From an optimization exercise on the open Yosys and OpenROAD flow, aimed at small area and a short achievable clock period; shortcuts taken in it are not production practice.
Only simulation tests tie the RTL to the original design; equivalence was not proved.
Power and IR drop assume default switching activity.

Design perf_monitor, start of the top module:
module perf_monitor #(
  parameter int          NCORES     = 4,
  parameter int          CNT_W      = 64,
  parameter int          FIFO_DEPTH = 16,
  parameter bit          FINI_ALL   = 1'b1,
  parameter logic [31:0] FINI_CODE  = 32'h0002_0000,
  parameter int          TIMEOUT    = 50000,
  localparam int         CW = (NCORES > 1) ? $clog2(NCORES) : 1
) (
  input  logic                 clk_i,
  input  logic                 rst_i,
  input  logic [NCORES-1:0]    exma_v_i,
  input  logic [NCORES-1:0]    stall_i,
  input  logic [NCORES-1:0]    stall_imem_i,
  input  logic [NCORES-1:0]    ctrl_tsfr_i,
  input  logic [NCORES-1:0]    br_misp_i,
  input  logic [NCORES-1:0]    dbus_wv_i,
  input  logic [32*NCORES-1:0] dbus_addr_i,
  input  logic [32*NCORES-1:0] dbus_wdata_i,
  input  logic                 rd_en_i,
  input  logic [CW-1:0]        rd_core_i,
  input  logic [1:0]           rd_ctr_i,
  input  logic                 wr_en_i,
  input  logic [CW-1:0]        wr_core_i,
  input  logic [1:0]           wr_ctr_i,
  input  logic [CNT_W-1:0]     wr_data_i,
  output logic [CNT_W-1:0]     rd_data_o,
  output logic                 rd_vld_o,
  output logic                 char_vld_o,
  output logic [7:0]           char_o,
  output logic [CW-1:0]        char_core_o,
  input  logic                 char_rdy_i,
  output logic [NCORES-1:0]    done_o,
  output logic                 fini_o,
  output logic                 timeout_o,
  output logic                 overflow_o
);
For scale: ~7000 cells after synthesis, roughly 1200 flip-flops, roughly 440 I/O pins, roughly 0.060 mm^2 of cells after synthesis.
Settings: LEC_CHECK=0, CAP_MARGIN=20, CORE_MARGIN=2, CORE_UTILIZATION=45, SETUP_SLACK_MARGIN=2.0, SLEW_MARGIN=20, TNS_END_PERCENT=5; clock period 4.0 ns.
standard.sh (not shown) runs the stock make flow with config.mk's settings and CLKGATE_MAP_FILE= SYNTH_SCRIPT=/design/flow/synth_recipe.tcl, a recipe that flattens the netlist after the stock synthesis.
==> flow/flow/run.sh <==
#!/bin/bash
# Standard layout with these changes:
#  - slow wide OR/AND/NOR cells and the adder cells are on the don't-use list,
#    so synthesis (and repair) build the logic from faster cells;
#  - ports are buffered with buf_2 cells;
#  - clock tree: larger sink clusters and no dummy loads (fewer clock buffers).
set -euo pipefail
DU="$(cat flow/dont_use.txt)"
bash standard.sh "DONT_USE_CELLS=$DU" \
  "BUFFER_PORTS_ARGS=-buffer_cell sky130_fd_sc_hd__buf_2" \
  "CTS_ARGS=-sink_clustering_enable -repair_clock_nets -dont_use_dummy_load -sink_clustering_size 24 -sink_clustering_max_diameter 100" \
  finish > flow_make.log 2>&1
Other scripts of this flow, unchanged in this note and not shown: flow/flow/dont_use.txt
The starting point passed the timing, DRC and antenna checks.
Rerun with:
--- a/flow/design.v
+++ b/flow/design.v
@@ -31,37 +31,34 @@
   output logic [CW-1:0]        char_core_o,
   input  logic                 char_rdy_i,
   output logic [NCORES-1:0]    done_o,
   output logic                 fini_o,
   output logic                 timeout_o,
   output logic                 overflow_o
 );
   localparam int MD = FIFO_DEPTH - 1;            
   localparam int MA = (MD > 1) ? $clog2(MD) : 1;
   localparam int MC = $clog2(MD + 1);
   localparam int EW = CW + 8;
-  logic              fini_n;
-  logic [NCORES-1:0] done_n;
-  logic [NCORES-1:0] act;
   logic [CNT_W-1:0] mcycle;
   logic [CNT_W-1:0] minstret [NCORES];
   logic [CNT_W-1:0] br_pred  [NCORES];
   logic [CNT_W-1:0] br_misp  [NCORES];
   logic [CNT_W-1:0] wd;
   assign wd = rst_i ? '0 : wr_data_i;
   logic ld_mc;
   assign ld_mc = rst_i || (wr_en_i && wr_ctr_i == 2'd0);
   pm_ctr #(.W(CNT_W)) u_mcycle (.clk_i, .ld_i(ld_mc), .wd_i(wd), .en_i(fini_n), .q_o(mcycle));
   for (genvar c = 0; c < NCORES; c++) begin : g_core
     logic en, ld1, ld2, ld3;
-    assign en  = act[c] && !stall_imem_i[c] && exma_v_i[c];
+    assign en  = fini_n && done_n[c] && !stall_imem_i[c] && exma_v_i[c];
     assign ld1 = rst_i || (wr_en_i && wr_core_i == c && wr_ctr_i == 2'd1);
     assign ld2 = rst_i || (wr_en_i && wr_core_i == c && wr_ctr_i == 2'd2);
     assign ld3 = rst_i || (wr_en_i && wr_core_i == c && wr_ctr_i == 2'd3);
     pm_ctr #(.W(CNT_W)) u_ret  (.clk_i, .ld_i(ld1), .wd_i(wd), .en_i(en && !stall_i[c]),
                                 .q_o(minstret[c]));
     pm_ctr #(.W(CNT_W)) u_pred (.clk_i, .ld_i(ld2), .wd_i(wd), .en_i(en && ctrl_tsfr_i[c]),
                                 .q_o(br_pred[c]));
     pm_ctr #(.W(CNT_W)) u_misp (.clk_i, .ld_i(ld3), .wd_i(wd),
                                 .en_i(en && ctrl_tsfr_i[c] && br_misp_i[c]), .q_o(br_misp[c]));
   end
   logic [CNT_W-1:0] rd_nx;
@@ -80,46 +77,46 @@
     if (rst_i) begin
       rd_vld_o  <= 1'b0;
       rd_data_o <= '0;
     end else begin
       rd_vld_o  <= rd_en_i;
       rd_data_o <= rd_nx;
     end
   end
   logic [NCORES-1:0] mmio, fin_w, chr_w;
   always_comb begin
     for (int c = 0; c < NCORES; c++) begin
-      mmio[c]  = dbus_wv_i[c] && dbus_addr_i[32*c+31] && act[c];
+      mmio[c]  = dbus_wv_i[c] && dbus_addr_i[32*c+31] && done_n[c] && fini_n;
       fin_w[c] = mmio[c] && (dbus_wdata_i[32*c +: 32] == FINI_CODE);
       chr_w[c] = mmio[c] && !fin_w[c];
     end
   end
+  logic              fini_n;
+  logic [NCORES-1:0] done_n;
   logic              fini_nx;
   logic [NCORES-1:0] done_nx;
   assign fini_nx = !fini_n | (FINI_ALL ? (&(~done_n)) : (|(~done_n)));
   assign done_nx = ~done_n | fin_w;
   always_ff @(posedge clk_i) begin
     if (rst_i) begin
       timeout_o <= 1'b0;
       fini_o    <= 1'b0;
       done_o    <= '0;
       fini_n    <= 1'b1;
       done_n    <= '1;
-      act       <= '1;
     end else begin
       if (TIMEOUT != 0 && mcycle == TIMEOUT - 1) timeout_o <= 1'b1;
       fini_o <= fini_nx;
       done_o <= done_nx;
       fini_n <= !fini_nx;
       done_n <= ~done_nx;
-      act    <= ~done_nx & {NCORES{!fini_nx}};
     end
   end
   logic [NCORES-1:0] slot_v;
   logic [7:0]        slot_d [NCORES];
   logic [NCORES-1:0] rr;
   logic [NCORES-1:0] grant;
   always_comb begin
     for (int c = 0; c < NCORES; c++) begin
       logic hit, blk;
       hit = 1'b0;
       blk = 1'b0;
@@ -230,23 +227,22 @@
     for (genvar k = 0; k < SW/4; k++) begin : g_g4
       assign g4[k] = &qs[4*k +: 4];
     end
     for (genvar i = 0; i < SW; i++) begin : g_bit
       localparam int K = i / 4;
       localparam logic [SW/4-1:0] GM = (SW/4)'((64'd1 << K) - 1);
       localparam logic [SW-1:0]   QM = SW'(((64'd1 << i) - 1) & ~((64'd1 << (4*K)) - 1));
       assign c[SW*s + i] = se[s] & (&(g4 | ~GM)) & (&(qs | ~QM));
     end
     if (s < NS - 1) begin : g_ones
       always_ff @(posedge clk_i) begin
-        ones[s] <= (ld_i & (&wd_i[SW*s +: SW]))
-                 | (!ld_i & se[s] & (qs == {{(SW-1){1'b1}}, 1'b0}))
-                 | (!ld_i & !se[s] & ones[s]);
+        if (ld_i)       ones[s] <= &wd_i[SW*s +: SW];
+        else if (se[s]) ones[s] <= (qs == {{(SW-1){1'b1}}, 1'b0});
       end
     end else begin : g_last
       assign ones[s] = 1'b0;
     end
   end
   always_ff @(posedge clk_i) begin
     q_o <= ld_i ? wd_i : q_o ^ c;
   end
 endmodule
What happened: The new run completed without violations. Clock-buffer cell count stays the same. Power stays flat. Area after synthesis is about the same. Die area is about the same. Worst setup slack got worse by 0.15 ns. Critical path depth rose by 10. Wire length rose slightly. First-iteration DRC count rose by a few percent. Design area fell slightly. Global-route usage rose by 0.89 points. Flip-flop and latch count fell by 4. Core utilization fell by 0.32 points. Via count stays flat.

static timing again, ports no longer ideal:
How much do the figures lean on ideal ports? The routed layouts below were timed once more, with nothing changed but the port constraints.
Step 1, drivers: a clkbuf_16 drives clk_i and a buf_2 each remaining input, both assumed.
Step 2 times the ports against the registers' clock, not the clock port: input delays grow and output delays shrink by t, the midpoint of the rising clock arrivals with the driver on.
Slacks: no drivers / after step 1 / after step 2; pairs: no drivers / after step 1.
run | t, ns | slack for setup (ns) | worst setup path at the end | clock arrival spread, ns
the first run | 0.777 | 1.769 / 1.686 / 0.958 | input to register | 0.091 / 0.092
the second run | 0.786 | 1.623 / 1.623 / 0.857 | input to register | 0.091 / 0.091
After both steps every run listed still meets setup and hold. For the first run, which loses most, drivers alone change the setup slack by -0.083 ns; drivers and shift together by -0.811 ns.
